What follows belongs to an exercise in optimizing a design on an open flow for small area, a short achievable clock period and few clock cycles; a production flow would make more cautious choices.
The RTL was checked by simulation tests, not by an equivalence proof against the original design.
Power is estimated from default activity; no workload was simulated.

### flow/design.v
`timescale 1ns/1ps
package mem_burst_pkg;
    localparam int ADDR_W         = 32;
    localparam int BEAT_W         = 64;     
    localparam int BEATS_PER_LINE = 4;
    localparam int LINE_W         = BEAT_W * BEATS_PER_LINE;   
    localparam int BEAT_IDX_W     = 2;      
    localparam int LINE_OFFSET_W  = 5;      
    typedef logic [ADDR_W-1:0] addr_t;
    typedef logic [BEAT_W-1:0] beat_t;
    typedef logic [LINE_W-1:0] line_t;
    typedef struct packed {
        addr_t addr;      
        logic  read;      
        logic  write;     
        line_t wdata;     
    } line_req_t;
    typedef struct packed {
        logic  resp;      
        line_t rdata;     
    } line_resp_t;
endpackage
`timescale 1ns/1ps
module beat_counter (
    input  logic                                      clk,
    input  logic                                      rst_n,
    input  logic                                      beat_advance,   
    output logic [mem_burst_pkg::BEATS_PER_LINE-1:0]  beat_oh
);
    always_ff @(posedge clk) begin
        if (!rst_n) begin
            beat_oh <= 4'b0001;
        end else if (beat_advance) begin
            beat_oh <= {beat_oh[2:0], beat_oh[3]};
        end
    end
endmodule
`timescale 1ns/1ps
module line_assembler (
    input  logic                  clk,
    input  logic                  beat_we,      
    input  logic [2:0]            slot_oh,      
    input  mem_burst_pkg::beat_t  bmem_rdata,
    output mem_burst_pkg::line_t  rd_line
);
    mem_burst_pkg::beat_t beat0, beat1, beat2;
    always_ff @(posedge clk) begin
        if (beat_we && slot_oh[0]) beat0 <= bmem_rdata;
        if (beat_we && slot_oh[1]) beat1 <= bmem_rdata;
        if (beat_we && slot_oh[2]) beat2 <= bmem_rdata;
    end
    assign rd_line = {bmem_rdata, beat2, beat1, beat0};
endmodule
`timescale 1ns/1ps
module write_beat_mux (
    input  mem_burst_pkg::line_t                     wr_line,     
    input  logic [mem_burst_pkg::BEATS_PER_LINE-1:0] beat_oh,     
    output mem_burst_pkg::beat_t                     bmem_wdata
);
    localparam int W = mem_burst_pkg::BEAT_W;
    assign bmem_wdata = ({W{beat_oh[0]}} & wr_line[0*W +: W])
                      | ({W{beat_oh[1]}} & wr_line[1*W +: W])
                      | ({W{beat_oh[2]}} & wr_line[2*W +: W])
                      | ({W{beat_oh[3]}} & wr_line[3*W +: W]);
endmodule
`timescale 1ns/1ps
module burst_req_fsm (
    input  logic                     clk,
    input  logic                     rst_n,
    input  mem_burst_pkg::line_req_t icache_req,
    input  mem_burst_pkg::line_req_t dcache_req,
    input  logic                     bmem_ready,
    input  logic                     bmem_rvalid,
    input  logic                     wr_last,         
    output mem_burst_pkg::addr_t     bmem_addr,
    output logic                     bmem_read,
    output logic                     bmem_write,
    output logic                     wr_advance,      
    output logic [2:0]               rd_slot_oh,      
    output logic                     icache_resp_pulse,
    output logic                     dcache_resp_pulse
);
    logic rd_arm;      
    logic rd_busy;     
    logic wr_busy;     
    logic sel_dcache;  
    logic rd_last_i, rd_last_d;
    logic rd_advance;
    logic idle;
    logic rd_done, wr_done, done;
    logic dcache_want, icache_want;
    logic pick_d, pick_i;
    assign dcache_want = dcache_req.read || dcache_req.write;
    assign icache_want = icache_req.read;                       
    assign idle       = !(rd_arm || rd_busy || wr_busy);
    assign rd_advance = rd_busy && bmem_rvalid;
    assign wr_advance = wr_busy && bmem_ready;
    assign rd_done    = (rd_last_i || rd_last_d) && bmem_rvalid;    
    assign wr_done    = wr_last && bmem_ready;                      
    assign done       = rd_done || wr_done;
    assign pick_d = dcache_want && (idle || (done && !sel_dcache));
    assign pick_i = icache_want && ((idle && !dcache_want) || (done && sel_dcache));
    always_ff @(posedge clk) begin
        if (!rst_n) begin
            rd_arm  <= 1'b0;
            rd_busy <= 1'b0;
            wr_busy <= 1'b0;
        end else if (pick_d || pick_i) begin
            rd_arm  <= pick_i || !dcache_req.write;
            rd_busy <= 1'b0;
            wr_busy <= pick_d && dcache_req.write;              
        end else begin
            if (rd_arm && bmem_ready) begin
                rd_arm  <= 1'b0;
                rd_busy <= 1'b1;
            end
            if (rd_done) rd_busy <= 1'b0;
            if (wr_done) wr_busy <= 1'b0;
        end
    end
    always_ff @(posedge clk) begin
        if (pick_d || pick_i) sel_dcache <= pick_d;
    end
    always_ff @(posedge clk) begin
        if (!rst_n) begin
            rd_slot_oh <= 3'b001;
            rd_last_i  <= 1'b0;
            rd_last_d  <= 1'b0;
        end else if (rd_advance) begin
            rd_slot_oh <= {rd_slot_oh[1:0], rd_last_i || rd_last_d};
            rd_last_i  <= rd_slot_oh[2] && !sel_dcache;
            rd_last_d  <= rd_slot_oh[2] && sel_dcache;
        end
    end
    assign bmem_addr  = sel_dcache ? dcache_req.addr : icache_req.addr;
    assign bmem_read  = rd_arm && bmem_ready;                   
    assign bmem_write = wr_busy;
    assign icache_resp_pulse = rd_last_i && bmem_rvalid;
    assign dcache_resp_pulse = (rd_last_d && bmem_rvalid) || wr_done;
endmodule
`timescale 1ns/1ps
module bmem_controller (
    input  logic                     clk,
    input  logic                     rst_n,
    input  mem_burst_pkg::line_req_t  icache_req,     
    output mem_burst_pkg::line_resp_t icache_resp,
    input  mem_burst_pkg::line_req_t  dcache_req,
    output mem_burst_pkg::line_resp_t dcache_resp,
    output mem_burst_pkg::addr_t     bmem_addr,
    output logic                     bmem_read,
    output logic                     bmem_write,
    output mem_burst_pkg::beat_t     bmem_wdata,
    input  logic                     bmem_ready,
    input  mem_burst_pkg::beat_t     bmem_rdata,
    input  logic                     bmem_rvalid
);
    logic                                     wr_advance;
    logic [mem_burst_pkg::BEATS_PER_LINE-1:0] wr_beat_oh;
    logic [2:0]                               rd_slot_oh;
    logic                                     icache_resp_pulse;
    logic                                     dcache_resp_pulse;
    mem_burst_pkg::line_t                     rd_line;
    burst_req_fsm fsm_i (
        .clk               (clk),
        .rst_n             (rst_n),
        .icache_req        (icache_req),
        .dcache_req        (dcache_req),
        .bmem_ready        (bmem_ready),
        .bmem_rvalid       (bmem_rvalid),
        .wr_last           (wr_beat_oh[3]),
        .bmem_addr         (bmem_addr),
        .bmem_read         (bmem_read),
        .bmem_write        (bmem_write),
        .wr_advance        (wr_advance),
        .rd_slot_oh        (rd_slot_oh),
        .icache_resp_pulse (icache_resp_pulse),
        .dcache_resp_pulse (dcache_resp_pulse)
    );
    beat_counter wr_cnt_i (
        .clk          (clk),
        .rst_n        (rst_n),
        .beat_advance (wr_advance),
        .beat_oh      (wr_beat_oh)
    );
    line_assembler line_asm_i (
        .clk        (clk),
        .beat_we    (bmem_rvalid),       
        .slot_oh    (rd_slot_oh),
        .bmem_rdata (bmem_rdata),
        .rd_line    (rd_line)
    );
    write_beat_mux wr_mux_i (
        .wr_line    (dcache_req.wdata),
        .beat_oh    (wr_beat_oh),
        .bmem_wdata (bmem_wdata)
    );
    assign icache_resp.resp  = icache_resp_pulse;
    assign icache_resp.rdata = rd_line;
    assign dcache_resp.resp  = dcache_resp_pulse;
    assign dcache_resp.rdata = rd_line;
endmodule
`timescale 1ns/1ps
module bmem_top (
    input  logic         clk,
    input  logic         rst_n,
    input  logic [31:0]  icache_addr,
    input  logic         icache_read,
    output logic         icache_resp,
    output logic [255:0] icache_rdata,
    input  logic [31:0]  dcache_addr,
    input  logic         dcache_read,
    input  logic         dcache_write,
    input  logic [255:0] dcache_wdata,
    output logic         dcache_resp,
    output logic [255:0] dcache_rdata,
    output logic [31:0]  bmem_addr,
    output logic         bmem_read,
    output logic         bmem_write,
    output logic [63:0]  bmem_wdata,
    input  logic         bmem_ready,
    input  logic [63:0]  bmem_rdata,
    input  logic         bmem_rvalid
);
    mem_burst_pkg::line_req_t  icache_req_s;
    mem_burst_pkg::line_req_t  dcache_req_s;
    mem_burst_pkg::line_resp_t icache_resp_s;
    mem_burst_pkg::line_resp_t dcache_resp_s;
    assign icache_req_s.addr  = icache_addr;
    assign icache_req_s.read  = icache_read;
    assign icache_req_s.write = 1'b0;
    assign icache_req_s.wdata = '0;
    assign dcache_req_s.addr  = dcache_addr;
    assign dcache_req_s.read  = dcache_read;
    assign dcache_req_s.write = dcache_write;
    assign dcache_req_s.wdata = dcache_wdata;
    bmem_controller ctrl_i (
        .clk         (clk),
        .rst_n       (rst_n),
        .icache_req  (icache_req_s),
        .icache_resp (icache_resp_s),
        .dcache_req  (dcache_req_s),
        .dcache_resp (dcache_resp_s),
        .bmem_addr   (bmem_addr),
        .bmem_read   (bmem_read),
        .bmem_write  (bmem_write),
        .bmem_wdata  (bmem_wdata),
        .bmem_ready  (bmem_ready),
        .bmem_rdata  (bmem_rdata),
        .bmem_rvalid (bmem_rvalid)
    );
    assign icache_resp  = icache_resp_s.resp;
    assign icache_rdata = icache_resp_s.rdata;
    assign dcache_resp  = dcache_resp_s.resp;
    assign dcache_rdata = dcache_resp_s.rdata;
endmodule
### flow/flow/run.sh
#!/bin/bash
# Standard layout with two changes: a fixed pin plan (written by flow/pins.py and sourced
# at the end of floorplan through ORFS's IO_CONSTRAINTS hook) that keeps each bit slice's
# ports together, and buf_1 as the port buffer instead of the resizer's default pick.
set -euo pipefail
python3 flow/pins.py 380 > pins.tcl 2> pins.log
export IO_CONSTRAINTS="$PWD/pins.tcl"
export BUFFER_PORTS_ARGS="-buffer_cell sky130_fd_sc_hd__buf_1"
bash standard.sh > flow_standard.log 2>&1
### flow/flow/pins.py
#!/usr/bin/env python3
"""Writes pins.tcl, a fixed pin plan for bmem_top on a square die (side given, um).

The control pins sit at the middle of the bottom edge; next to them, going outward,
the address slices (icache_addr[a], bmem_addr[a], dcache_addr[a]) and then the write
slices (the four dcache_wdata bits that bmem_wdata[k] selects from, and bmem_wdata[k]),
wrapping round the bottom corners. The read slices (bmem_rdata[k] with the eight rdata
outputs it feeds) are spread over the rest of the edge. Every path from an input to an
output then stays inside one slice."""
import sys

side = float(sys.argv[1]) if len(sys.argv) > 1 else 380.0
margin = 12.0
M2_OFF, M2_PITCH = 0.23, 0.46     # vertical layer, bottom and top edges
M3_OFF, M3_PITCH = 0.34, 0.68     # horizontal layer, left and right edges
STEP = 2                          # every second track, as place_pins does by default

def tracks(off, pitch):
    out = []
    i = 0
    while True:
        v = off + pitch * i
        if v > side - margin:
            break
        if v >= margin:
            out.append(round(v, 3))
        i += STEP
    return out

xs = tracks(M2_OFF, M2_PITCH)
ys = tracks(M3_OFF, M3_PITCH)
# slots as (edge, coordinate)
bottom = [("B", x) for x in xs]
top = [("T", x) for x in xs]
left = [("L", y) for y in ys]
right = [("R", y) for y in ys]

ctl = ["icache_read", "dcache_read", "dcache_write", "bmem_write", "bmem_ready", "bmem_read",
       "bmem_rvalid", "icache_resp", "dcache_resp", "rst_n", "clk"]
addr = [[f"icache_addr[{a}]", f"bmem_addr[{a}]", f"dcache_addr[{a}]"] for a in range(32)]
wr = [[f"dcache_wdata[{k}]", f"dcache_wdata[{k+64}]", f"bmem_wdata[{k}]",
       f"dcache_wdata[{k+128}]", f"dcache_wdata[{k+192}]"] for k in range(64)]
rd = [[f"icache_rdata[{k}]", f"dcache_rdata[{k}]", f"icache_rdata[{k+64}]", f"dcache_rdata[{k+64}]",
       f"bmem_rdata[{k}]", f"icache_rdata[{k+192}]", f"dcache_rdata[{k+192}]",
       f"icache_rdata[{k+128}]", f"dcache_rdata[{k+128}]"] for k in range(64)]

# Walk outward from the bottom centre: the left path runs to the bottom-left corner then up
# the left edge; the right path to the bottom-right corner then up the right edge.
mid = len(bottom) // 2
c0 = mid - len(ctl) // 2
assign = {}
for i, n in enumerate(ctl):
    assign[n] = bottom[c0 + i]
lpath = bottom[:c0][::-1] + left
rpath = bottom[c0 + len(ctl):] + right
li = ri = 0
half_a = len(addr) // 2
half_w = len(wr) // 2
lseq = addr[:half_a] + wr[:half_w]
rseq = addr[half_a:] + wr[half_w:]
for g in lseq:
    for n in g[::-1]:
        assign[n] = lpath[li]; li += 1
for g in rseq:
    for n in g:
        assign[n] = rpath[ri]; ri += 1
# Remaining slots: up the rest of the left edge, across the top, down the right edge.
rest = left[li - len(bottom[:c0]):] if li > c0 else left
rest_r = right[ri - len(bottom[c0 + len(ctl):]):] if ri > len(bottom) - c0 - len(ctl) else right
free = rest + top + rest_r[::-1]
n_rd = sum(len(g) for g in rd)
assert n_rd <= len(free), (n_rd, len(free))
# spread the read groups evenly over the free slots
gap = (len(free) - n_rd) / len(rd)
pos = 0.0
for g in rd:
    p = int(round(pos))
    for j, n in enumerate(g):
        assign[n] = free[p + j]
    pos += len(g) + gap

assert len(set(assign.values())) == len(assign) == 1003, len(assign)
lines = []
for n, (e, v) in sorted(assign.items()):
    if e == "B":
        lines.append(f"place_pin -pin_name {{{n}}} -layer met2 -location {{{v} 0.24}} -pin_size {{0.14 0.48}}")
    elif e == "T":
        lines.append(f"place_pin -pin_name {{{n}}} -layer met2 -location {{{v} {side-0.24:.3f}}} -pin_size {{0.14 0.48}}")
    elif e == "L":
        lines.append(f"place_pin -pin_name {{{n}}} -layer met3 -location {{0.4 {v}}} -pin_size {{0.8 0.3}}")
    else:
        lines.append(f"place_pin -pin_name {{{n}}} -layer met3 -location {{{side-0.4:.3f} {v}}} -pin_size {{0.8 0.3}}")
print("\n".join(lines))
### flow/standard.sh
#!/bin/bash
# synth_recipe.tcl (not shown) runs the flow's synth.tcl, then flattens the netlist and writes it again
# the make line also repeats each setting of config.mk as NAME=value (left out here)
make -C /OpenROAD-flow-scripts/flow DESIGN_CONFIG=/design/flow/config.mk WORK_HOME=/design/flow/orfs CLKGATE_MAP_FILE= SYNTH_SCRIPT=/design/flow/synth_recipe.tcl "${@:-finish}"
### flow/config.mk
export PLATFORM = sky130hd
export DESIGN_NAME = bmem_top
export DESIGN_NICKNAME = bmem_top
export VERILOG_FILES = /design/flow/design.v
export SDC_FILE = /design/flow/constraint.sdc
export NUM_CORES = 4
export LEC_CHECK = 0
export CAP_MARGIN = 20
export CORE_AREA = 10 10 370 370
export CTS_BUF_LIST = sky130_fd_sc_hd__clkbuf_8
export DIE_AREA = 0 0 380 380
export PLACE_DENSITY = 0.4
export SETUP_SLACK_MARGIN = 2.2
export SLEW_MARGIN = 20
### flow/constraint.sdc
create_clock -name core_clock -period 5.0 [get_ports {clk}]
set_input_delay 1.0000 -clock core_clock [delete_from_list [all_inputs] [get_ports {clk}]]
set_output_delay 1.0000 -clock core_clock [all_outputs]
set_load 0.01 [all_outputs]
==> metrics.md, run 1 <==
| Metric | Value |
|---|---|
| GR Overflow Total | `0` |
| Final Hold Fails | `0` |
| Initial antenna violation count | `2` |
| Mapped Avg Cell Area | `12.48 um^2` |
| CP delay by family, top | `buffers and inverters` |
| Clock skew | `28.39 ps` |
| Min Clock Period, post-route | `2709 ps` |
| Slew Viols, Final | `0` |
| Leak Pwr | `~4.3 nW` |
| Pwr dens | `around 280 nW/um^2` |
| Post-synthesis cell area | `around 11000 um^2` |
| Vias per inst | `2.598` |
| Buffers added on ports | `1002` |
| Total wire length | `37620 um` |
| Synth Area in Adders | `0%` |
| Clk slew on worst S/H paths | `60 ps` |
| Max-Cap Viols | `0` |
| Worst VDD drop | `0.1647 mV` |
| GRT Total Usage | `between 4 and 5%` |
| Core ar. | `129200 um^2` |
| FMAX | `between 0.3 and 0.4 GHz` |
| Synthesized flop and latch total | `205` |
| Endpoints failing setup | `0` |
| CP startpoint kind | `register` |
| Nets | `about 1.9k` |
| Die Wd | `around 380 um` |
| Status | `complete, no violations` |
| Worst min-delay path category | `register to register` |
| CTS buffer count | `37` |
| Slew HR | `between 30% and 40%` |
| Largest net degree at the start of global routing | `48` |
| Worst Setup Path Type | `register to primary output` |
| Multiplexer share of the synthesized area | `under 10%` |
| Iter 0 DRT Violations | `between 200 and 250` |
| Crit path buffers/inverters | `3` |
| Worst path max stage delay | `340 ps` |
| Detailed-route via count | `8623` |
| Clk sinks | `205` |
| CP required | `4000 ps` |
| DR WL/cell | `11.34 um` |
| ANT nets after route | `0` |
| # H-tree levels | `2` |
| Area growth from synthesis to layout | `41.07%` |
| Yosys cell types | `36` |
| Worst-Skew Late Latency | `600 ps` |
| CTS tree | `done` |
| Chip Height | `around 380 um` |
| Vias in the first global route | `9705` |
| Layout cells sized above 1 | `6.989%` |
| Synth Area in Simple Gates | `4.355%` |
| Global-route wire length before repair | `54350 um` |
| DIE AREA | `144400 um^2` |
| Most frequent cells in the layout | `buf_1, edfxtp_1, a22oi_1` |
| Worst slew pin tran | `954.9 ps` |
| Synthesized Nets | `1236` |
| Sum Neg Setup Slack | `0 ps` |
| Global placer's final weighted congestion | `0.6849` |
| # hold bufs at CTS | `0` |
| Root buf cell | `clkbuf_8` |
| Crit end category | `primary output` |
| Synthesis Warnings | `3` |
| Row count | `132` |
| Seq/Total Area, Yosys | `between 50 and 60%` |
| CTS max path bufs | `3` |
| Ports | `0` |
| Compound-cell area share of the yosys netlist | `10.53%` |
| CP arrival | `about 1700 ps` |
| Final core occ | `11.52%` |
| Drt pass-1 iters | `4` |
| Hold Path Depth | `2` |
| Dpl hpwl | `28270 um` |
| Starting density of the core | `under 10%` |
| Largest family of logic cells by synthesized area | `buffers and inverters` |
| DRC viols | `0` |
| Hold slack final | `490.3 ps` |
| Crit-path max FO | `7` |
| Crit. path cell count | `4` |
| RSZ-0062 raised after global routing | `yes` |
| Crit-path slowest cell | `edfxtp_1` |
| Critical Path, Cell by Cell | `buf_4 > clkbuf_16 > mux2_2 > buf_1` |
| Commonest non-fill, non-tap cell in the layout | `buf_1` |
| Worst R2R Path Depth | `2` |
| Post-Syn Instances | `845` |
| Synth Area in XOR/XNOR | `0%` |
| Final worst-path cycle share | `between 50% and 60%` |
-- cell type report --
cell class | count | area [um^2]
multi-input combinational | 282 | 1937
inverter | 2 | 7.507
sequential | 205 | 6051
tap | 1742 | 2180
clock inverter | 24 | 103.9
timing repair buffer | 1024 | 4079
clock buffer | 37 | 509.2
fill | 14930 | 114300
antenna | 3 | 7.507
-- cells in the mapped netlist --
master	count	area, um^2
a211oi_1	1	7.510
a21boi_0	7	52.55
a21oi_1	1	5.000
a22oi_1	128	960.9
and2_1	5	31.28
buf_1	9	33.78
buf_2	12	60.06
buf_4	320	2402
buf_6	1	11.26
clkbuf_1	12	45.04
clkbuf_2	1	5.000
clkbuf_8	1	13.76
dfxtp_1	12	240.2
edfxtp_1	193	5796
inv_1	2	7.510
mux2_2	32	360.4
nand2_1	77	289.0
nand2_4	1	11.26
nand3_1	8	40.04
nand3b_1	1	7.510
nand4_1	1	6.260
nor2_1	2	7.510
nor2_4	1	11.26
nor2b_1	1	6.260
nor3_1	3	15.01
nor3b_1	1	7.510
o211ai_1	3	22.52
o21a_1	1	7.510
o21ai_1	1	5.000
o221a_4	1	20.02
o221ai_2	1	15.01
o22ai_1	1	6.260
o31ai_1	1	7.510
or2_1	1	6.260
or2b_2	1	8.760
or3_4	1	11.26
-- routing by layer --
layer	vias up	part of all wire [%]	GRT usage, %
li1	4158	-	-
met1	3972	34	4.388
met2	440	53	8.825
met3	53	9.3	1.731
met4	0	3.5	2.291
met5	-	0	0
-- worst register-to-register path, stage by stage, from the launching register on --
cell	delay, ps
dfxtp_1	370
and2_4	750
buf_4	470
-- where the power goes --
group	total, mW	internal [mW]	switching (mW)
logic	0.756	0.324	0.432
registers	1.95	1.93	0.0257
clock network	1.40	0.681	0.720
total	4.11	2.93	1.18
-- path summary, 6_finish.rpt --
kind / endpoint / slack (ps) / start
worst max-delay path: bmem_addr[16] / 2290 / ctrl_i.fsm_i.sel_dcache
worst max register to register: ctrl_i.line_asm_i.beat2[37] / 3040 / ctrl_i.fsm_i.rd_slot_oh[2]
worst min-delay path: ctrl_i.fsm_i.rd_slot_oh[1] / 490 / ctrl_i.fsm_i.rd_slot_oh[1]
worst min register to register: ctrl_i.fsm_i.rd_slot_oh[1] / 490 / ctrl_i.fsm_i.rd_slot_oh[1]
-- through the flow --
stage	std cells	worst slack (ps)	cell area (um^2)	total power, mW
3_5_place_dp	3241	1956	13990	2.699
2_1_floorplan	845	2581	10550	2.470
5_1_grt	3317	2143	14870	4.371
6_report	3319	2291	14870	4.111
3_3_place_gp	3241	1962	13990	2.698
4_1_cts	3315	2166	14840	4.241
-- sequential cells by signal, summed over array words and instances (netlist names), 3 cells and up --
register and count:
ctrl_i.line_asm_i.beat0 64, ctrl_i.line_asm_i.beat2 64, ctrl_i.fsm_i.rd_slot_oh 3, ctrl_i.wr_cnt_i.beat_oh 4
ctrl_i.line_asm_i.beat1 64
-- cell families after synthesis --
kind of cell,Yosys count
buffers and inverters,358
DFF,205
and+or+nand+nor,104
muxes,32
AOI/OAI and AO/OA,146
-- repair_timing --
action | in CTS | in global routing
endpoints found under the setup margin | 97 | 32
gates resized for setup | 19 | 1
cloned | 1 | 1
setup buffers | 12 | 0
Testbench counts, summed over its fixed seeds: cycles 13,461.
==> run 2, diff against run 1 <==
--- a/flow/config.mk
+++ b/flow/config.mk
@@ -5,6 +5,7 @@
 export SDC_FILE = /design/flow/constraint.sdc
 export NUM_CORES = 4
 export LEC_CHECK = 0
+export ABC_AREA = 1
 export CAP_MARGIN = 20
 export CORE_AREA = 10 10 370 370
 export CTS_BUF_LIST = sky130_fd_sc_hd__clkbuf_8
==> metrics.md, run 2 <==
| Metric | Value |
|---|---|
| Starting density of the core | `under 10%` |
| Die Wd | `380 um` |
| Synth top cells by count | `nand2_1, buf_4, edfxtp_1` |
| Clock skew | `19.12 ps` |
| CP required | `4000 ps` |
| Iter 0 DRT Violations | `~340` |
| HP Start | `ctrl_i.fsm_i.rd_last_d` |
| DIE AREA | `144400 um^2` |
| Post-synth EDFFs | `193` |
| DR WL/cell | `approximately 12 um` |
| Largest net degree at the start of global routing | `36` |
| Crit-path max FO | `35` |
| RSZ-0062 raised after global routing | `yes` |
| Nets | `2142` |
| Detailed-route via count | `9359` |
| Area growth from synthesis to layout | `41.45%` |
| Vias in the first global route | `9920` |
| Reg2reg setup slack | `3000 ps` |
| ANT nets after route | `0` |
| Synthesized flop and latch total | `between 200 and 250` |
| Yosys cell types | `21` |
| Layout cells sized above 1 | `5.390%` |
| Leak Pwr | `4.676 nW` |
| Final Hold Fails | `0` |
| Worst slew pin tran | `roughly 720 ps` |
| Row count | `132` |
| FMAX | `0.3771 GHz` |
| Synthesis Warnings | `3` |
| Global placer's final weighted congestion | `0.7127` |
| Leading area contributor after synthesis | `edfxtp_1` |
| Clk slew on worst S/H paths | `60 ps` |
| Max-Cap Viols | `0` |
| Worst Setup Path Type | `register to primary output` |
| Core ar. | `between 100000 and 150000 um^2` |
| Regs by FF count | `ctrl_i.line_asm_i.beat0: 64 flops, ctrl_i.line_asm_i.beat1: 64 flops, ctrl_i.line_asm_i.beat2: 64 flops` |
| Slew HR | `52.08%` |
| Commonest non-fill, non-tap cell in the layout | `buf_1` |
| Ports | `0` |
| Seq/Total Area, Yosys | `56.61%` |
| Post-synthesis cell area | `10660 um^2` |
| CTS max path bufs | `3` |
| Total wire length | `40600 um` |
| Root buf cell | `clkbuf_8` |
| # hold bufs at CTS | `0` |
| Worst-Skew Late Latency | `620 ps` |
| Worst min-delay path category | `register to register` |
| Endpoints failing setup | `0` |
| GRT Total Usage | `roughly 5%` |
| Worst Hold End | `ctrl_i.fsm_i.rd_last_d` |
| Status | `complete, no violations` |
| Area share of the leading cell type in the synthesized netlist | `54.36%` |
| Top_reg_cell synth | `edfxtp_1` |
| Global-route wire length before repair | `57680 um` |
| Worst VDD drop | `0.1462 mV` |
| Final worst-path cycle share | `53.03%` |
| Drt pass-1 iters | `5` |
| Fillers | `14.96k` |
| GR Overflow Total | `0` |
| Chip Height | `380 um` |
| Sum Neg Setup Slack | `0 ps` |
| CTS buffer count | `39` |
| Initial antenna violation count | `2` |
| Pwr dens | `~290 nW/um^2` |
| RR Endpoint | `ctrl_i.line_asm_i.beat0[12]` |
| CP startpoint kind | `register` |
| Worst R2R Path Depth | `3` |
| Largest cells by area after synthesis | `edfxtp_1, buf_4, nand2_1` |
| Crit Reg-Reg Startpoint | `ctrl_i.fsm_i.rd_slot_oh[0]` |
| Vias per inst | `2.654` |
| Most frequent cells in the layout | `buf_1, nand2_1, edfxtp_1` |
| Buffers added on ports | `~1k` |
| Post-Syn Instances | `1048` |
| CTS tree | `done` |
| DRC viols | `0` |
| Min Clock Period, post-route | `2652 ps` |
| Crit end category | `primary output` |
| Dpl hpwl | `30710 um` |
| Mapped Avg Cell Area | `10.17 um^2` |
| CP arrival | `1650 ps` |
| # H-tree levels | `2` |
| Most frequent cell after synthesis | `nand2_1` |
| Synth async-reset ratio | `0%` |
| Hold Path Depth | `2` |
| Clk sinks | `205` |
| Slew Viols, Final | `0` |
| Power Total | `about 4.4 mW` |
| Synthesized Nets | `1439` |
run 2: worst max path at each step:
stage | cells after the start | slack (ps) | end | startpoint
finish | 5 | 2350 | bmem_addr[13] | ctrl_i.fsm_i.sel_dcache
global route | 5 | 2190 | bmem_addr[13] | ctrl_i.fsm_i.sel_dcache
CTS | 5 | 2200 | bmem_addr[9] | ctrl_i.fsm_i.sel_dcache
detailed placement | 4 | 2070 | ctrl_i.line_asm_i.beat0[5] | bmem_rvalid
global placement | 4 | 2070 | ctrl_i.line_asm_i.beat0[4] | bmem_rvalid
floorplan | 2 | 2290 | ctrl_i.line_asm_i.beat2[0] | bmem_rvalid
run 2: power breakdown:
part | internal, mW | leakage (nW) | switching, mW | total [mW]
Combinational | 0.297 | 2.38 | 0.550 | 0.847
Sequential | 1.94 | 1.89 | 0.0305 | 1.97
Clock | 0.794 | 0.409 | 0.764 | 1.56
Total | 3.03 | 4.68 | 1.34 | 4.37
run 2: per-layer routing:
layer | share of wire, % | GRT usage [%] | vias up | wire length, um
li1 | - | - | 4576 | -
met3 | 9.4 | 1.700 | 72 | 3825
met5 | 0.017 | 0 | - | 7
met1 | 34 | 4.842 | 4230 | 13870
met4 | 4.1 | 2.679 | 2 | 1668
met2 | 52 | 9.350 | 479 | 21230
run 2: worst max-delay path: stages, from the launching register on:
cell      delay (ps)
edfxtp_1         410
buf_12           200
inv_16           130
nand2_1           60
nand2_1           50
buf_1            160
run 2: kinds of logic after synthesis:
family                 Yosys count  share of synthesized area, %
AOI/OAI and AO/OA               13                        0.6690
buffers and inverters          369                         24.53
DFF                            205                         56.61
and+or+nand+nor                461                         18.19
run 2: cell type report:
cell class                      instances  area [um^2]  share of cell area (%)
Clock inverter                         31        158.9                   1.054
Sequential cell                       205         6048                   40.11
Tap cell                             1742         2180                   14.45
Timing Repair Buffer                 1017         4049                   26.85
Clock buffer                           40        550.5                   3.651
Multi-Input combinational cell        474         2011                   13.33
Antenna cell                            3        7.507                 0.04978
Inverter                               14        76.32                  0.5061
run 2: timing repair:
item,CTS,global route
resized for setup,37,3
endpoints found under the setup margin,97,7
hold endpoints to repair,0,0
setup buffers,4,0
cloned,2,1
run 2: stage by stage:
stage,utilization (%),std cells,hold WS [ps],setup WS (ps),cell area [um^2]
after floorplan,-,1048,450.6,2291,10660
after global placement,10.93,3445,486.0,2069,14110
after detailed placement,10.93,3445,486.6,2065,14110
after CTS,11.65,3522,495.8,2201,15040
after global routing,11.67,3524,527.9,2188,15080
final,11.68,3526,490.5,2348,15080
==> run 3, diff against run 2 <==
--- a/flow/config.mk
+++ b/flow/config.mk
@@ -5,11 +5,10 @@
 export SDC_FILE = /design/flow/constraint.sdc
 export NUM_CORES = 4
 export LEC_CHECK = 0
-export ABC_AREA = 1
 export CAP_MARGIN = 20
 export CORE_AREA = 10 10 370 370
 export CTS_BUF_LIST = sky130_fd_sc_hd__clkbuf_8
 export DIE_AREA = 0 0 380 380
-export PLACE_DENSITY = 0.4
+export PLACE_DENSITY = 0.65
 export SETUP_SLACK_MARGIN = 2.2
 export SLEW_MARGIN = 20
==> metrics.md, run 3 <==
| Metric | Value |
|---|---|
| Status | `complete, no violations` |
| Final worst-path cycle share | `between 50% and 60%` |
| FMAX | `0.3640 GHz` |
| Worst min-delay path category | `register to register` |
| Drt pass-1 iters | `4` |
| Crit-path max FO | `32` |
| Largest cells by area after synthesis | `edfxtp_1, buf_4, a22oi_1` |
| Layout cells sized above 1 | `6.794%` |
| Nets | `a little under 2k` |
| DRC viols | `0` |
| Slew HR | `42.40%` |
| Leak Pwr | `4.298 nW` |
| GR Overflow Total | `0` |
| Post-synth EDFFs | `between 150 and 200` |
| GRT Total Usage | `4.624%` |
| Reg2reg setup slack | `3030 ps` |
| Seq/Total Area, Yosys | `57.24%` |
| Chip Height | `between 300 and 400 um` |
| Fin cells | `3318` |
| Buffers added on ports | `around 1k` |
| RSZ-0062 raised after global routing | `yes` |
| Synth top cells by count | `buf_4, edfxtp_1, a22oi_1` |
| Most frequent cell after synthesis | `buf_4` |
| CP arrival | `1750 ps` |
| Ports | `0` |
| Net Switching | `1.204 mW` |
| Worst-Skew Late Latency | `620 ps` |
| Register area | `between 6000 and 7000 um^2` |
| Seq pwr share | `47.5%` |
| Leading area contributor after synthesis | `edfxtp_1` |
| Endpoints failing setup | `0` |
| Detailed-route via count | `8812` |
| CTS tree | `done` |
| Worst Hold End | `ctrl_i.fsm_i.rd_slot_oh[1]` |
| Vias in the first global route | `between 9k and 10k` |
| Regs by FF count | `ctrl_i.line_asm_i.beat0: 64 flops, ctrl_i.line_asm_i.beat1: 64 flops, ctrl_i.line_asm_i.beat2: 64 flops` |
| Crit Reg-Reg Startpoint | `ctrl_i.fsm_i.rd_slot_oh[2]` |
| Power Total | `4.126 mW` |
| DIE AREA | `144400 um^2` |
| Area of the multi-input gates | `1937 um^2` |
| Top_reg_cell synth | `edfxtp_1` |
| Post-synthesis cell area | `10540 um^2` |
| Initial antenna violation count | `2` |
| ANT nets after route | `0` |
| Part of the power in combinational logic | `between 10% and 20%` |
| # H-tree levels | `2` |
| Global placer's final weighted congestion | `0.6671` |
| Synthesis Warnings | `3` |
| Post-Syn Instances | `845` |
| Slew Viols, Final | `0` |
| Synth async-reset ratio | `0%` |
| Hold slack final | `~500 ps` |
| Dpl hpwl | `26910 um` |
| Final Hold Fails | `0` |
| Cell-internal power | `2.922 mW` |
| RR Endpoint | `ctrl_i.line_asm_i.beat2[31]` |
| Largest net degree at the start of global routing | `68` |
| Iter 0 DRT Violations | `396` |
| # hold bufs at CTS | `0` |
| Max-Cap Viols | `0` |
| Synthesized flop and latch total | `205` |
| Sum Neg Setup Slack | `0 ps` |
| Fillers | `14.81k` |
| Starting density of the core | `8.164%` |
| Global-route wire length before repair | `53540 um` |
| Sw Ratio | `29.18%` |
| CTS buffer count | `37` |
| HP Start | `ctrl_i.fsm_i.rd_slot_oh[1]` |
| Most frequent cells in the layout | `buf_1, edfxtp_1, a22oi_1` |
| Commonest non-fill, non-tap cell in the layout | `buf_1` |
| Synthesized Nets | `1236` |
| Core ar. | `approximately 130000 um^2` |
| Worst Setup Path Type | `register to primary output` |
| DR WL/cell | `11.40 um` |
| Clk slew on worst S/H paths | `60 ps` |
| Crit end category | `primary output` |
| Yosys cell types | `36` |
| Worst R2R Path Depth | `2` |
| Die Wd | `380 um` |
| Min Clock Period, post-route | `2748 ps` |
| Area share of the leading cell type in the synthesized netlist | `54.97%` |
| Area growth from synthesis to layout | `41.36%` |
| CTS max path bufs | `3` |
| Dpl cells | `3238` |
| Worst VDD drop | `~0.17 mV` |
| Total wire length | `37810 um` |
| Row count | `between 100 and 150` |
| Worst slew pin tran | `864.1 ps` |
| Clock skew | `39.20 ps` |
| Final core occ | `11.54%` |
| CP required | `4000 ps` |
| CP startpoint kind | `register` |
| Clock network fraction of total power | `34.7%` |
| Pwr dens | `about 280 nW/um^2` |
| Clk sinks | `205` |
| Mapped Avg Cell Area | `12.48 um^2` |
| Hold Path Depth | `2` |
| Vias per inst | `roughly 2.7` |
| Root buf cell | `clkbuf_8` |
run 3: changes by cell type in the layout (fill, tap and decap cells not counted), moves of 10 or more:
| cell | before | now |
|---|---|---|
| mux2_2 | 0 | 32 |
| a22oi_1 | 0 | 128 |
| nand2_1 | 370 | 77 |
| nor2_1 | 12 | 2 |
| buf_2 | 13 | 0 |
| buf_1 | 987 | 1002 |
| nand4_1 | 65 | 1 |
run 3: critical path, cell delays in order (launching register included):
cell and delay, ps:
edfxtp_1 410, buf_12 220, mux2_2 350, buf_1 130
run 3: per-layer routing:
layer	wire length (um)	track usage [%]	up-vias
li1	-	-	4148
met1	13090	4.634	4078
met2	19070	8.193	531
met3	4418	1.952	55
met4	1233	2.269	0
met5	0	0	-
run 3: metrics by stage:
stage,setup slack (ps),instance area (um^2)
after detailed placement,1935,13970
after CTS,2120,14850
after global placement,1972,13960
after global routing,2112,14900
final,2252,14900
after floorplan,2581,10550
run 3: worst max-delay path by stage:
stage                             from                           to  slack, ps  cells after the start
3_3_place_gp               bmem_rvalid  ctrl_i.line_asm_i.beat2[30]       1970                      3
4_1_cts        ctrl_i.fsm_i.sel_dcache                 bmem_addr[5]       2120                      3
2_1_floorplan              bmem_rvalid   ctrl_i.line_asm_i.beat2[0]       2580                      2
5_1_grt        ctrl_i.fsm_i.sel_dcache                bmem_addr[25]       2110                      3
6_report       ctrl_i.fsm_i.sel_dcache                 bmem_addr[8]       2250                      3
3_5_place_dp               bmem_rvalid  ctrl_i.line_asm_i.beat0[61]       1940                      3
run 3: power by group through the flow:
stage	Sequential [mW]	Combinational [mW]	Clock, mW
CTS	1.96	0.740	1.56
finish	1.96	0.734	1.43
detailed placement	2.02	0.665	0
floorplan	2.00	0.466	0
global placement	2.02	0.654	0
global route	1.96	0.803	1.61
run 3: final cells by class:
| type | count | share of cell area (%) |
|---|---|---|
| inverters | 2 | 0.05037 |
| well taps | 1742 | 14.62 |
| clock inverters | 28 | 0.8143 |
| multi-input cells | 282 | 13.00 |
| repair buffers | 1021 | 27.50 |
| flip-flops and latches | 205 | 40.58 |
| clock buffers | 37 | 3.417 |
| diodes | 1 | 0.01679 |
run 3: cells by family (layout without fill, tap and decap cells):
group	after synthesis	after routing	share of synthesized area, %
other	0	1	0
buffers and inverters	358	1088	24.46
AND/OR/NAND/NOR	104	104	4.355
multiplexers	32	32	3.418
AO/OA/AOI/OAI	146	146	10.53
flip-flops	205	205	57.24
run 3: what timing repair did:
item                       in CTS  in global routing
setup endpoints to repair      97                 44
buffers inserted               12                  0
resized for setup               6                  0
cloned                          0                  2
pin swaps                       0                  0
==> run 4, diff against run 3 <==
--- a/flow/config.mk
+++ b/flow/config.mk
@@ -7,8 +7,7 @@
 export LEC_CHECK = 0
 export CAP_MARGIN = 20
 export CORE_AREA = 10 10 370 370
-export CTS_BUF_LIST = sky130_fd_sc_hd__clkbuf_8
 export DIE_AREA = 0 0 380 380
-export PLACE_DENSITY = 0.65
+export PLACE_DENSITY = 0.4
 export SETUP_SLACK_MARGIN = 2.2
 export SLEW_MARGIN = 20
==> metrics.md, run 4 <==
| Metric | Value |
|---|---|
| Status | `complete, no violations` |
| GRT Total Usage | `between 4 and 5%` |
| ANT nets after route | `0` |
| CTS buffer count | `25` |
| Post-synth EDFFs | `193` |
| WL met2 | `20050 um` |
| GR Overflow Total | `0` |
| Synthesis Warnings | `3` |
| Total wire length | `~37000 um` |
| Crit Reg-Reg Startpoint | `ctrl_i.fsm_i.rd_slot_oh[0]` |
| Met1 Wirelength | `12630 um` |
| Initial antenna violation count | `0` |
| Pwr dens | `292.6 nW/um^2` |
| Root buf cell | `clkbuf_16` |
| Regs by FF count | `ctrl_i.line_asm_i.beat0: 64 flops, ctrl_i.line_asm_i.beat1: 64 flops, ctrl_i.line_asm_i.beat2: 64 flops` |
| ANT cells | `0` |
| Largest net degree at the start of global routing | `48` |
| Crit-path max FO | `8` |
| Slew HR | `around a third` |
| WL met3 | `3100 um` |
| Synth top cells by count | `buf_4, edfxtp_1, a22oi_1` |
| Layout cells sized above 1 | `6.246%` |
| Most frequent cells in the layout | `buf_1, edfxtp_1, a22oi_1` |
| Worst slew pin tran | `994.2 ps` |
| Final core occ | `11.56%` |
| Crit end category | `primary output` |
| CP required | `4000 ps` |
| Area growth from synthesis to layout | `41.56%` |
| Clk sinks | `205` |
| Power Total | `4.368 mW` |
| # H-tree levels | `1` |
| Min Clock Period, post-route | `2714 ps` |
| Ports | `0` |
| Synthesized Nets | `1236` |
| Largest cells by area after synthesis | `edfxtp_1, buf_4, a22oi_1` |
| Global placer's final weighted congestion | `0.6849` |
| Post-Syn Instances | `about 850` |
| CTS max path bufs | `3` |
| Synthesized flop and latch total | `between 200 and 250` |
| Chip Height | `around 380 um` |
| Worst Setup Path Type | `input port to primary output` |
| Dpl cell area | `13990 um^2` |
| # hold bufs at CTS | `0` |
| Most frequent cell after synthesis | `buf_4` |
| Vias per inst | `2.596` |
| Buffers added on ports | `~1k` |
| Synth async-reset ratio | `0%` |
| DRC viols | `0` |
| Critical Path End | `bmem_read` |
| Final worst-path cycle share | `between 50% and 60%` |
| Design area | `approximately 15000 um^2` |
| Leak Pwr | `approximately 4.3 nW` |
| Dpl hpwl | `28270 um` |
| Crit path launch | `bmem_ready` |
| DR top layer | `met4` |
| RR Endpoint | `ctrl_i.line_asm_i.beat0[35]` |
| Worst min-delay path category | `register to register` |
| Max-Cap Viols | `0` |
| Starting density of the core | `between 8 and 9%` |
| Die Wd | `380 um` |
| CTS tree | `done` |
| Vias in the first global route | `9578` |
| Final Hold Fails | `0` |
| Worst VDD drop | `between 0.2 and 0.25 mV` |
| Top_reg_cell synth | `edfxtp_1` |
| Commonest non-fill, non-tap cell in the layout | `buf_1` |
| DIE AREA | `144400 um^2` |
| DR WL/cell | `11.30 um` |
| Endpoints failing setup | `0` |
| CP arrival | `around 1700 ps` |
| Iter 0 DRT Violations | `187` |
| Core ar. | `129200 um^2` |
| Reg2reg setup slack | `3080 ps` |
| Mapped Avg Cell Area | `12.48 um^2` |
| Detailed-route via count | `8555` |
| CP startpoint kind | `input port` |
| Area share of the leading cell type in the synthesized netlist | `54.97%` |
| Nets | `1926` |
| Seq/Total Area, Yosys | `57.24%` |
| Post-synthesis cell area | `10540 um^2` |
| Slew Viols, Final | `0` |
| Worst-Skew Late Latency | `580 ps` |
| Clock skew | `32.86 ps` |
| RSZ-0062 raised after global routing | `no` |
| FMAX | `~0.37 GHz` |
| Row count | `132` |
| Sum Neg Setup Slack | `0 ps` |
| Fillers | `14.91k` |
| Clk slew on worst S/H paths | `~50 ps` |
| Drt pass-1 iters | `4` |
| Leading area contributor after synthesis | `edfxtp_1` |
| Worst R2R Path Depth | `2` |
| Global-route wire length before repair | `53920 um` |
| Yosys cell types | `36` |
[run 4: final cells by class]
class	instances	area, um^2	share of cell area [%]
flip-flops and latches	205	6051	40.54
clock inverters	17	111.4	0.7461
inverters	2	7.507	0.05030
repair buffers	1019	4003	26.82
clock buffers	28	636.9	4.267
well taps	1742	2180	14.60
multi-input cells	282	1937	12.98
[run 4: per-stage QoR]
stage,setup WS [ps],hold WS [ps],std cells
final,2286,492.3,3295
after global routing,2210,513.9,3295
after CTS,2217,497.1,3295
after detailed placement,1956,488.5,3241
after global placement,1962,474.3,3241
after floorplan,2581,452.0,845
[run 4: routing by layer]
layer,vias to the layer above,GRT usage (%)
met1,3967,4.321
met5,-,0
met2,429,8.861
met3,43,1.474
li1,4116,-
met4,0,2.040
[run 4: worst min path at each step]
stage | depth (start not counted) | startpoint | to
2_1_floorplan | 2 | ctrl_i.fsm_i.rd_slot_oh[1] | ctrl_i.fsm_i.rd_slot_oh[1]
3_3_place_gp | 2 | ctrl_i.fsm_i.rd_slot_oh[1] | ctrl_i.fsm_i.rd_slot_oh[1]
3_5_place_dp | 2 | ctrl_i.fsm_i.rd_slot_oh[1] | ctrl_i.fsm_i.rd_slot_oh[1]
4_1_cts | 2 | ctrl_i.fsm_i.rd_slot_oh[1] | ctrl_i.fsm_i.rd_slot_oh[1]
5_1_grt | 2 | ctrl_i.fsm_i.rd_slot_oh[1] | ctrl_i.fsm_i.rd_slot_oh[1]
6_report | 2 | ctrl_i.fsm_i.rd_slot_oh[1] | ctrl_i.fsm_i.rd_slot_oh[1]
[run 4: kinds of logic after synthesis]
group                  Yosys count  share of synthesized area (%)
DFF                            205                          57.24
buffers and inverters          358                          24.46
and+or+nand+nor                104                          4.355
muxes                           32                          3.418
AOI/OAI and AO/OA              146                          10.53
[run 4: repair_timing]
action,4_1_cts,5_1_grt
buffers inserted,9,0
gates resized for setup,18,0
endpoints found under the setup margin,97,0
[run 4: power breakdown]
part	internal, mW	switching [mW]	leakage (nW)
registers	1.93	0.0265	1.89
logic	0.294	0.420	2.00
clock network	0.959	0.740	0.369
[run 4: critical path, cell delays in order]
cell    delay, ps
buf_1         320
and2_1        210
buf_1         180
==> run 5, diff against run 4 <==
--- a/flow/config.mk
+++ b/flow/config.mk
@@ -7,6 +7,7 @@
 export LEC_CHECK = 0
 export CAP_MARGIN = 20
 export CORE_AREA = 10 10 370 370
+export CTS_BUF_LIST = sky130_fd_sc_hd__clkbuf_4 sky130_fd_sc_hd__clkbuf_8
 export DIE_AREA = 0 0 380 380
 export PLACE_DENSITY = 0.4
 export SETUP_SLACK_MARGIN = 2.2
==> metrics.md, run 5 <==
| Metric | Value |
|---|---|
| Status | `complete, no violations` |
| Total wire length | `37660 um` |
| Synthesized Nets | `1236` |
| Reg2reg setup slack | `3040 ps` |
| ANT nets after route | `0` |
| Crit-path max FO | `8` |
| Worst Setup Slack, final | `2291 ps` |
| Most frequent cells in the layout | `buf_1, edfxtp_1, a22oi_1` |
| CTS tree | `done` |
| Vias in the first global route | `around 9.7k` |
| Mapped Avg Cell Area | `12.48 um^2` |
| Endpoints failing setup | `0` |
| Worst min-delay path category | `register to register` |
| Worst path max stage delay | `320 ps` |
| Worst VDD drop | `0.1642 mV` |
| Chip Height | `380 um` |
| Synth async-reset ratio | `0%` |
| CP startpoint kind | `input port` |
| Global-route wire length before repair | `54390 um` |
| Synth top cells by count | `buf_4, edfxtp_1, a22oi_1` |
| Max-Cap Viols | `0` |
| Dpl hpwl | `28270 um` |
| Regs by FF count | `ctrl_i.line_asm_i.beat0: 64 flops, ctrl_i.line_asm_i.beat1: 64 flops, ctrl_i.line_asm_i.beat2: 64 flops` |
| Slew HR | `a little over a third` |
| Design area | `14920 um^2` |
| Area growth from synthesis to layout | `41.50%` |
| Cell-internal power | `3.024 mW` |
| Top_reg_cell synth | `edfxtp_1` |
| Hold slack final | `between 400 and 500 ps` |
| Root buf cell | `clkbuf_8` |
| Buffers added on ports | `1002` |
| CTS buffer count | `37` |
| Worst-Skew Late Latency | `600 ps` |
| Vias per inst | `~2.6` |
| RR Endpoint | `ctrl_i.line_asm_i.beat2[37]` |
| DR WL/cell | `between 10 and 15 um` |
| Initial antenna violation count | `2` |
| Post-synthesis cell area | `about 11000 um^2` |
| Synthesized flop and latch total | `a little over 200` |
| Critical Path, Cell by Cell | `buf_1 > and2_1 > buf_1` |
| HP Start | `ctrl_i.fsm_i.rd_slot_oh[1]` |
| Fin cells | `about 3.3k` |
| Clock network fraction of total power | `between 30% and 40%` |
| Drt pass-1 iters | `4` |
| WL met3 | `roughly 3500 um` |
| Clk sinks | `205` |
| Power Total | `4.199 mW` |
| Met1 Wirelength | `12810 um` |
| Global placer's final weighted congestion | `slightly below 0.7` |
| Layout cells sized above 1 | `under 10%` |
| CP required | `about 4000 ps` |
| Crit path launch | `bmem_ready` |
| Iter 0 DRT Violations | `214` |
| Leak Pwr | `4.268 nW` |
| CP delay by family, top | `buffers and inverters` |
| Part of the power in combinational logic | `~18%` |
| FMAX | `0.3691 GHz` |
| Clk slew on worst S/H paths | `roughly 60 ps` |
| Hold Path Depth | `2` |
| Most frequent cell after synthesis | `buf_4` |
| Row count | `132` |
| Largest net degree at the start of global routing | `48` |
| Commonest non-fill, non-tap cell in the layout | `buf_1` |
| Synthesis Warnings | `3` |
| Nets | `1943` |
| Min Clock Period, post-route | `approximately 2700 ps` |
| Sw Ratio | `27.98%` |
| Largest cells by area after synthesis | `edfxtp_1, buf_4, a22oi_1` |
| DRC viols | `0` |
| CTS max path bufs | `3` |
| GRT Total Usage | `4.676%` |
| Pwr dens | `281.4 nW/um^2` |
| Critical Path Most Common Cell | `buf_1` |
| # hold bufs at CTS | `0` |
| Area share of the leading cell type in the synthesized netlist | `54.97%` |
| DR top layer | `met4` |
| Post-synth EDFFs | `193` |
| Dpl cells | `3241` |
| Crit Reg-Reg Startpoint | `ctrl_i.fsm_i.rd_slot_oh[2]` |
| Yosys cell types | `36` |
| Worst Hold End | `ctrl_i.fsm_i.rd_slot_oh[1]` |
| Worst Setup Path Type | `input port to primary output` |
| WL met2 | `20060 um` |
| Crit end category | `primary output` |
| Final core occ | `11.55%` |
| Final Hold Fails | `0` |
| Sum Neg Setup Slack | `0 ps` |
| Seq/Total Area, Yosys | `57.24%` |
| Detailed-route via count | `8644` |
| Dpl cell area | `13990 um^2` |
| Worst slew pin tran | `954.3 ps` |
| Die Wd | `380 um` |
| Fillers | `14.93k` |
| Crit path buffers/inverters | `2` |
| Post-Syn Instances | `845` |
| Pre-CTS setup slack | `between 1500 and 2000 ps` |
| Final worst-path cycle share | `a little over half` |
| Clock skew | `28.23 ps` |
| Core ar. | `129200 um^2` |
| CP arrival | `1710 ps` |
| Seq pwr share | `between 40 and 50%` |
| RSZ-0062 raised after global routing | `yes` |
| DIE AREA | `144400 um^2` |
| # H-tree levels | `2` |
| Starting density of the core | `8.164%` |
| Net Switching | `between 1 and 1.5 mW` |
| Slew Viols, Final | `0` |
| Leading area contributor after synthesis | `edfxtp_1` |
| GR Overflow Total | `0` |
| Ports | `0` |
| Worst R2R Path Depth | `2` |
| Crit-path slowest cell | `buf_1` |
run 5: cell counts after synthesis:
No cell type changed its count.
run 5: cell families after synthesis:
logic type / synth area share (%)
mux: 3.418
simple gates: 4.355
flops: 57.24
compound gates: 10.53
buf+inv: 24.46
run 5: layout make-up:
| type | count | area, um^2 | area share [%] |
|---|---|---|---|
| clock inverter | 12 | 58.81 | 0.3942 |
| antenna | 3 | 7.507 | 0.05032 |
| tap | 1742 | 2180 | 14.61 |
| clock buffer | 49 | 599.3 | 4.017 |
| multi-input combinational | 282 | 1937 | 12.98 |
| sequential | 205 | 6051 | 40.56 |
| timing repair buffer | 1024 | 4079 | 27.34 |
| inverter | 2 | 7.507 | 0.05032 |
run 5: worst max path at each step:
stage,cells past startpoint,end
5_1_grt,4,bmem_addr[11]
4_1_cts,4,bmem_addr[13]
6_report,3,bmem_read
3_3_place_gp,3,ctrl_i.line_asm_i.beat2[34]
3_5_place_dp,3,ctrl_i.line_asm_i.beat1[15]
2_1_floorplan,2,ctrl_i.line_asm_i.beat2[0]
run 5: power by group through the flow:
| stage | Clock, mW | Combinational, mW | Sequential [mW] |
|---|---|---|---|
| floorplan | 0 | 0.466 | 2.00 |
| finish | 1.49 | 0.756 | 1.95 |
| global placement | 0 | 0.695 | 2.00 |
| CTS | 1.61 | 0.761 | 1.96 |
| global route | 1.67 | 0.832 | 1.96 |
| detailed placement | 0 | 0.696 | 2.00 |
run 5: what timing repair did:
item	in CTS	in global routing
endpoints found under the setup margin	97	32
cloned	1	1
resized for setup	19	1
setup buffers	12	0
hold endpoints to repair	0	0
run 5: worst min-delay path: cells and delay by family (launching register included):
| kind | cells | cell delay [ps] |
|---|---|---|
| compound gates | 1 | 70 |
| flops | 1 | 320 |
| simple gates | 1 | 50 |
run 5: layer usage:
metal  vias to the layer above  track usage (%)
li1                       4156                -
met1                      3983            4.385
met2                       452            8.845
met3                        53            1.731
met4                         0            2.291
met5                         -                0
==> run 6, diff against run 5 <==
==> flow/flow/run.sh (replaced) <==
#!/bin/bash
# Standard layout with two changes: a fixed pin plan (written by flow/pins.py and sourced
# at the end of floorplan through ORFS's IO_CONSTRAINTS hook) that keeps each bit slice's
# ports together, and buf_1 as the port buffer instead of the resizer's default pick.
set -euo pipefail
python3 flow/pins.py 340 6 > pins.tcl 2> pins.log
export IO_CONSTRAINTS="$PWD/pins.tcl"
export BUFFER_PORTS_ARGS="-buffer_cell sky130_fd_sc_hd__buf_1"
bash standard.sh > flow_standard.log 2>&1
--- a/flow/flow/pins.py
+++ b/flow/flow/pins.py
@@ -10,7 +10,7 @@
 import sys
 
 side = float(sys.argv[1]) if len(sys.argv) > 1 else 380.0
-margin = 12.0
+margin = float(sys.argv[2]) if len(sys.argv) > 2 else 12.0
 M2_OFF, M2_PITCH = 0.23, 0.46     # vertical layer, bottom and top edges
 M3_OFF, M3_PITCH = 0.34, 0.68     # horizontal layer, left and right edges
 STEP = 2                          # every second track, as place_pins does by default
==> flow/config.mk (replaced) <==
export PLATFORM = sky130hd
export DESIGN_NAME = bmem_top
export DESIGN_NICKNAME = bmem_top
export VERILOG_FILES = /design/flow/design.v
export SDC_FILE = /design/flow/constraint.sdc
export NUM_CORES = 4
export LEC_CHECK = 0
export CAP_MARGIN = 20
export CORE_AREA = 10 10 330 330
export DIE_AREA = 0 0 340 340
export PLACE_DENSITY = 0.4
export SETUP_SLACK_MARGIN = 2.2
export SLEW_MARGIN = 20
==> metrics.md, run 6 <==
| Metric | Value |
|---|---|
| Global-route wire length before repair | `approximately 57000 um` |
| Endpoints failing setup | `0` |
| Largest net degree at the start of global routing | `40` |
| DR WL/cell | `13.30 um` |
| Post-synthesis cell area | `10540 um^2` |
| Clock skew | `18.51 ps` |
| Layout cells sized above 1 | `6.323%` |
| Post-synth EDFFs | `about 190` |
| CP required | `around 4000 ps` |
| Regs by FF count | `ctrl_i.line_asm_i.beat0: 64 flops, ctrl_i.line_asm_i.beat1: 64 flops, ctrl_i.line_asm_i.beat2: 64 flops` |
| Slew Viols, Final | `0` |
| Critical Path Most Common Cell | `buf_1` |
| Largest cells by area after synthesis | `edfxtp_1, buf_4, a22oi_1` |
| Buffers added on ports | `1002` |
| Final core occ | `14.22%` |
| Most frequent cell after synthesis | `buf_4` |
| Synthesis Warnings | `3` |
| Worst Setup Path Type | `input port to primary output` |
| Status | `complete, no violations` |
| Worst VDD drop | `0.2768 mV` |
| Global placer's final weighted congestion | `0.7026` |
| ANT nets after route | `0` |
| Synth async-reset ratio | `0%` |
| Mapped Avg Cell Area | `12.48 um^2` |
| Design area | `14470 um^2` |
| Iter 0 DRT Violations | `approximately 270` |
| CTS tree | `done` |
| Commonest non-fill, non-tap cell in the layout | `buf_1` |
| Initial antenna violation count | `0` |
| Sum Neg Setup Slack | `0 ps` |
| Reg2reg setup slack | `between 3000 and 4000 ps` |
| Core ar. | `101700 um^2` |
| Root buf cell | `clkbuf_16` |
| RSZ-0062 raised after global routing | `no` |
| CP arrival | `1710 ps` |
| Pwr dens | `298.6 nW/um^2` |
| Synth top cells by count | `buf_4, edfxtp_1, a22oi_1` |
| CP delay by family, top | `buffers and inverters` |
| FMAX | `0.3686 GHz` |
| Dpl cell area | `between 10000 and 15000 um^2` |
| Nets | `1925` |
| Final Hold Fails | `0` |
| Worst path max stage delay | `330 ps` |
| CTS max path bufs | `3` |
| Post-Syn Instances | `approximately 850` |
| Row count | `~120` |
| Fillers | `about 11k` |
| Most frequent cells in the layout | `buf_1, edfxtp_1, a22oi_1` |
| # H-tree levels | `1` |
| Worst min-delay path category | `register to register` |
| Area share of the leading cell type in the synthesized netlist | `54.97%` |
| Starting density of the core | `10.36%` |
| Hold slack final | `493.7 ps` |
| GR Overflow Total | `0` |
| Area growth from synthesis to layout | `37.20%` |
| Critical Path, Cell by Cell | `buf_1 > and2_1 > buf_1` |
| Clk slew on worst S/H paths | `60 ps` |
| Vias in the first global route | `9532` |
| CP startpoint kind | `input port` |
| DIE AREA | `115600 um^2` |
| GRT Total Usage | `6.070%` |
| Final worst-path cycle share | `54.26%` |
| Leak Pwr | `4.247 nW` |
| Top_reg_cell synth | `edfxtp_1` |
| Die Wd | `340 um` |
| Vias per inst | `between 2 and 3` |
| Leading area contributor after synthesis | `edfxtp_1` |
| Crit-path slowest cell | `buf_1` |
| Total wire length | `38830 um` |
| Crit end category | `primary output` |
| CTS buffer count | `23` |
| Dpl hpwl | `about 30000 um` |
| Synthesized Nets | `1236` |
| Worst-Skew Late Latency | `550 ps` |
| Chip Height | `340 um` |
| Yosys cell types | `36` |
| Min Clock Period, post-route | `between 2000 and 3000 ps` |
| DRC viols | `0` |
| Slew HR | `45.13%` |
| Drt pass-1 iters | `5` |
| Power Total | `4.320 mW` |
| Crit-path max FO | `8` |
| Detailed-route via count | `about 8.6k` |
| Clk sinks | `205` |
| Synthesized flop and latch total | `205` |
| # hold bufs at CTS | `0` |
| Crit path buffers/inverters | `2` |
| Worst slew pin tran | `823.0 ps` |
| Max-Cap Viols | `0` |
| Ports | `0` |
| Seq/Total Area, Yosys | `57.24%` |
## run 6: changes by cell type in the layout (fill, tap and decap cells not counted), sizes merged
cell    delta
buf        -2
bufinv     +2
clkbuf    -24
diode      -2
## run 6: cell families (layout without fill, tap and decap cells)
group / after synthesis / after routing / share of synthesized area, %
DFF: 205 / 205 / 57.24
buffers and inverters: 358 / 1063 / 24.46
other: 0 / 1 / 0
and+or+nand+nor: 104 / 104 / 4.355
AOI/OAI and AO/OA: 146 / 146 / 10.53
muxes: 32 / 32 / 3.418
## run 6: final timing paths
| path | startpoint | end | cells past startpoint |
|---|---|---|---|
| worst max register to register | ctrl_i.fsm_i.rd_slot_oh[0] | ctrl_i.line_asm_i.beat0[8] | 2 |
| worst min register to register | ctrl_i.fsm_i.rd_slot_oh[1] | ctrl_i.fsm_i.rd_slot_oh[1] | 2 |
| worst min-delay path | ctrl_i.fsm_i.rd_slot_oh[1] | ctrl_i.fsm_i.rd_slot_oh[1] | 2 |
| worst max-delay path | bmem_ready | bmem_read | 3 |
## run 6: worst min-delay path: cells and delay by family, from the launching register on
family,cells,cell delay [ps]
and+or+nand+nor,1,50
DFF,1,320
AOI/OAI and AO/OA,1,70
## run 6: metal layers
layer	part of all wire, %	up-vias	GRT usage, %
met2	54	456	11.77
met1	34	3937	5.912
met5	0	-	0
li1	-	4124	-
met3	8.2	42	1.862
met4	3.3	0	2.348
## run 6: timing repair
item,in CTS,in global routing
endpoints found under the setup margin,97,41
buffers inserted,9,1
resized for setup,13,3
## run 6: report_power, final
group	switching [mW]	internal, mW	leakage (nW)	total, mW
registers	0.0293	1.93	1.89	1.96
logic	0.423	0.298	2.01	0.722
clock network	0.697	0.944	0.348	1.64
total	1.15	3.17	4.25	4.32
## run 6: per-stage QoR
step                      instances  worst slack, ps
after global routing           2918             2202
after floorplan                 845             2581
after detailed placement       2867             1966
after CTS                      2917             2207
after global placement         2867             1961
final                          2919             2287
## run 6: cell type report
type	count	area, um^2	area share, %
clock inverter	14	128.9	0.8909
tap	1368	1712	11.83
multi-input combinational	282	1937	13.39
inverter	2	7.507	0.05189
clock buffer	27	590.6	4.082
timing repair buffer	1020	4038	27.91
antenna	1	2.502	0.01730
sequential	205	6051	41.83
==> run 7, diff against run 6 <==
--- a/flow/config.mk
+++ b/flow/config.mk
@@ -8,6 +8,6 @@
 export CAP_MARGIN = 20
 export CORE_AREA = 10 10 330 330
 export DIE_AREA = 0 0 340 340
-export PLACE_DENSITY = 0.4
+export PLACE_DENSITY = 0.7
 export SETUP_SLACK_MARGIN = 2.2
 export SLEW_MARGIN = 20
==> metrics.md, run 7 <==
| Metric | Value |
|---|---|
| CTS tree | `done` |
| Busiest grt layer | `met2` |
| Synthesis Warnings | `3` |
| Post-synthesis cell area | `10540 um^2` |
| CP required | `4000 ps` |
| Synth async-reset ratio | `0%` |
| Sw Ratio | `between 20 and 30%` |
| Vias in the first global route | `between 9k and 10k` |
| CP startpoint kind | `register` |
| Post-Syn Instances | `~850` |
| Reg2reg setup slack | `3110 ps` |
| Synth top cells by count | `buf_4, edfxtp_1, a22oi_1` |
| Layout cells sized above 1 | `6.525%` |
| Leading area contributor after synthesis | `edfxtp_1` |
| GR Overflow Total | `0` |
| Slew HR | `approximately 47%` |
| Worst Setup Slack, final | `2291 ps` |
| Clock network fraction of total power | `41.0%` |
| Total wire length | `around 36000 um` |
| Vias per inst | `2.957` |
| DRC viols | `0` |
| Power Total | `4.523 mW` |
| DIE AREA | `115600 um^2` |
| Final Hold Fails | `0` |
| Worst Setup Path Type | `register to primary output` |
| Row count | `117` |
| Initial antenna violation count | `0` |
| Nets | `about 1.9k` |
| GRT Total Usage | `5.528%` |
| Worst-Skew Late Latency | `570 ps` |
| Drt pass-1 iters | `5` |
| Post-synth EDFFs | `193` |
| GR Util met2 | `10.14%` |
| Synthesized Nets | `1236` |
| Leak Pwr | `4.264 nW` |
| Die Wd | `about 340 um` |
| Max-Cap Viols | `0` |
| Worst VDD drop | `around 0.26 mV` |
| DR WL/cell | `12.28 um` |
| CP arrival | `1710 ps` |
| Global-route wire length before repair | `~53000 um` |
| Slew Viols, Final | `0` |
| Area growth from synthesis to layout | `37.78%` |
| FMAX | `0.3691 GHz` |
| Largest cells by area after synthesis | `edfxtp_1, buf_4, a22oi_1` |
| Ports | `0` |
| Most frequent cell after synthesis | `buf_4` |
| Buffers added on ports | `1002` |
| Commonest non-fill, non-tap cell in the layout | `buf_1` |
| # H-tree levels | `1` |
| CTS buffer count | `24` |
| Dpl hpwl | `26730 um` |
| Worst slew pin tran | `790.0 ps` |
| RSZ-0062 raised after global routing | `no` |
| Global Route met1 Usage | `5.541%` |
| Clk slew on worst S/H paths | `roughly 60 ps` |
| Root buf cell | `clkbuf_16` |
| Crit-path max FO | `32` |
| Clk sinks | `205` |
| Regs by FF count | `ctrl_i.line_asm_i.beat0: 64 flops, ctrl_i.line_asm_i.beat1: 64 flops, ctrl_i.line_asm_i.beat2: 64 flops` |
| Min Clock Period, post-route | `between 2000 and 3000 ps` |
| CTS max path bufs | `3` |
| Endpoints failing setup | `0` |
| Crit end category | `primary output` |
| Starting density of the core | `10.36%` |
| Core ar. | `between 100000 and 150000 um^2` |
| Pre-CTS setup slack | `1944 ps` |
| Mapped Avg Cell Area | `roughly 12 um^2` |
| Part of the power in combinational logic | `15.8%` |
| Net Switching | `1.221 mW` |
| Status | `complete, no violations` |
| Seq/Total Area, Yosys | `57.24%` |
| Sum Neg Setup Slack | `0 ps` |
| M3 GR Usage | `1.956%` |
| Largest net degree at the start of global routing | `68` |
| Clock skew | `roughly 18 ps` |
| Iter 0 DRT Violations | `348` |
| Synthesized flop and latch total | `205` |
| Cell-internal power | `3.302 mW` |
| Top_reg_cell synth | `edfxtp_1` |
| Yosys cell types | `36` |
| Pwr dens | `just over 300 nW/um^2` |
| ANT nets after route | `0` |
| Seq pwr share | `a little over two fifths` |
| Chip Height | `340 um` |
| Area share of the leading cell type in the synthesized netlist | `54.97%` |
| Final worst-path cycle share | `54.19%` |
| Detailed-route via count | `8628` |
| Most frequent cells in the layout | `buf_1, edfxtp_1, a22oi_1` |
| Worst min-delay path category | `register to register` |
| Global placer's final weighted congestion | `roughly 0.70` |
run 7: timing repair:
item                       4_1_cts  5_1_grt
resized for setup                6        2
setup buffers                    7        0
setup endpoints to repair       97       29
hold buffers                     0        0
run 7: kinds of logic (layout without fill, tap and decap cells):
group                  after synthesis  count (layout)  synth area share, %
buffers and inverters              358            1061                24.46
DFF                                205             205                57.24
AOI/OAI and AO/OA                  146             146                10.53
and+or+nand+nor                    104             104                4.355
muxes                               32              32                3.418
other                                0               2                    0
run 7: final cells by class:
class / count / area (um^2)
fillers: 11360 / 87210
flip-flops and latches: 205 / 6046
repair buffers: 1015 / 3981
multi-input cells: 282 / 1937
well taps: 1368 / 1712
clock buffers: 26 / 629.4
clock inverters: 18 / 210.2
inverters: 2 / 7.507
diodes: 2 / 5.005
run 7: routing by layer:
| metal | vias up | wire, um |
|---|---|---|
| met5 | - | 0 |
| met4 | 0 | 1402 |
| met3 | 60 | 3600 |
| met2 | 528 | 18700 |
| met1 | 3931 | 12140 |
| li1 | 4109 | - |
run 7: critical path: stages (launching register included):
cell	delay, ps
edfxtp_1	380
buf_8	250
mux2_2	370
buf_1	130
run 7: power by group through the flow:
stage                     combinational, mW  sequential, mW  clock, mW
after floorplan                       0.466            2.00          0
after global placement                0.667            2.01          0
after detailed placement              0.680            2.00          0
after CTS                             0.725            1.95       1.96
after global routing                  0.784            1.96       2.00
final                                 0.714            1.95       1.86
run 7: per-stage QoR:
step / hold WS [ps] / util, % / cells / cell area (um^2)
global route: 549.0 / 14.27 / 2916 / 14520
floorplan: 452.0 / - / 845 / 10550
finish: 505.6 / 14.28 / 2918 / 14530
global placement: 483.3 / 13.27 / 2865 / 13500
detailed placement: 489.1 / 13.28 / 2865 / 13510
CTS: 503.0 / 14.26 / 2916 / 14510
run 7: worst paths after layout:
check                           depth (start not counted)                        from                          end
worst max-delay path                                    3     ctrl_i.fsm_i.sel_dcache                 bmem_addr[6]
worst min-delay path                                    2  ctrl_i.fsm_i.rd_slot_oh[2]   ctrl_i.fsm_i.rd_slot_oh[2]
worst max register to register                          2  ctrl_i.fsm_i.rd_slot_oh[0]  ctrl_i.line_asm_i.beat0[55]
worst min register to register                          2  ctrl_i.fsm_i.rd_slot_oh[2]   ctrl_i.fsm_i.rd_slot_oh[2]

## separate check: timing with driven ports
How much do the figures lean on ideal ports? The routed layouts below were timed once more, with nothing changed but the port constraints. Step 1 sets driving cells, clkbuf_16 on the clock port and buf_2 on the other inputs (assumed; they add their load-dependent delay and slew). Step 2, shift: input delay + t, output delay - t, t = (earliest + latest rising clock arrival at the registers) / 2. This alone moves slack from input paths to output paths. a / b / c = ideal / step 1 / step 2; a / b = the first two.
run | shift t [ns] | setup WS [ns] | latest minus earliest clock arrival (ns) | worst register clock-pin slew, ns
run 1 | 0.639 | 2.291 / 2.241 / 2.009 | 0.035 / 0.034 | 0.06 / 0.06
run 2 | 0.659 | 2.348 / 2.298 / 2.067 | 0.026 / 0.027 | 0.06 / 0.06
run 3 | 0.651 | 2.252 / 2.200 / 1.983 | 0.039 / 0.039 | 0.07 / 0.07
run 4 | 0.619 | 2.286 / 2.248 / 2.011 | 0.033 / 0.033 | 0.06 / 0.06
run 5 | 0.639 | 2.291 / 2.241 / 2.005 | 0.033 / 0.033 | 0.06 / 0.06
run 6 | 0.599 | 2.287 / 2.252 / 2.034 | 0.024 / 0.023 | 0.06 / 0.06
run 7 | 0.617 | 2.291 / 2.238 / 2.039 | 0.019 / 0.019 | 0.06 / 0.06
After both steps every run listed still meets setup and hold. The setup slack of run 5, which loses most, moves by -0.050 ns with the drivers and by -0.286 ns with both steps.
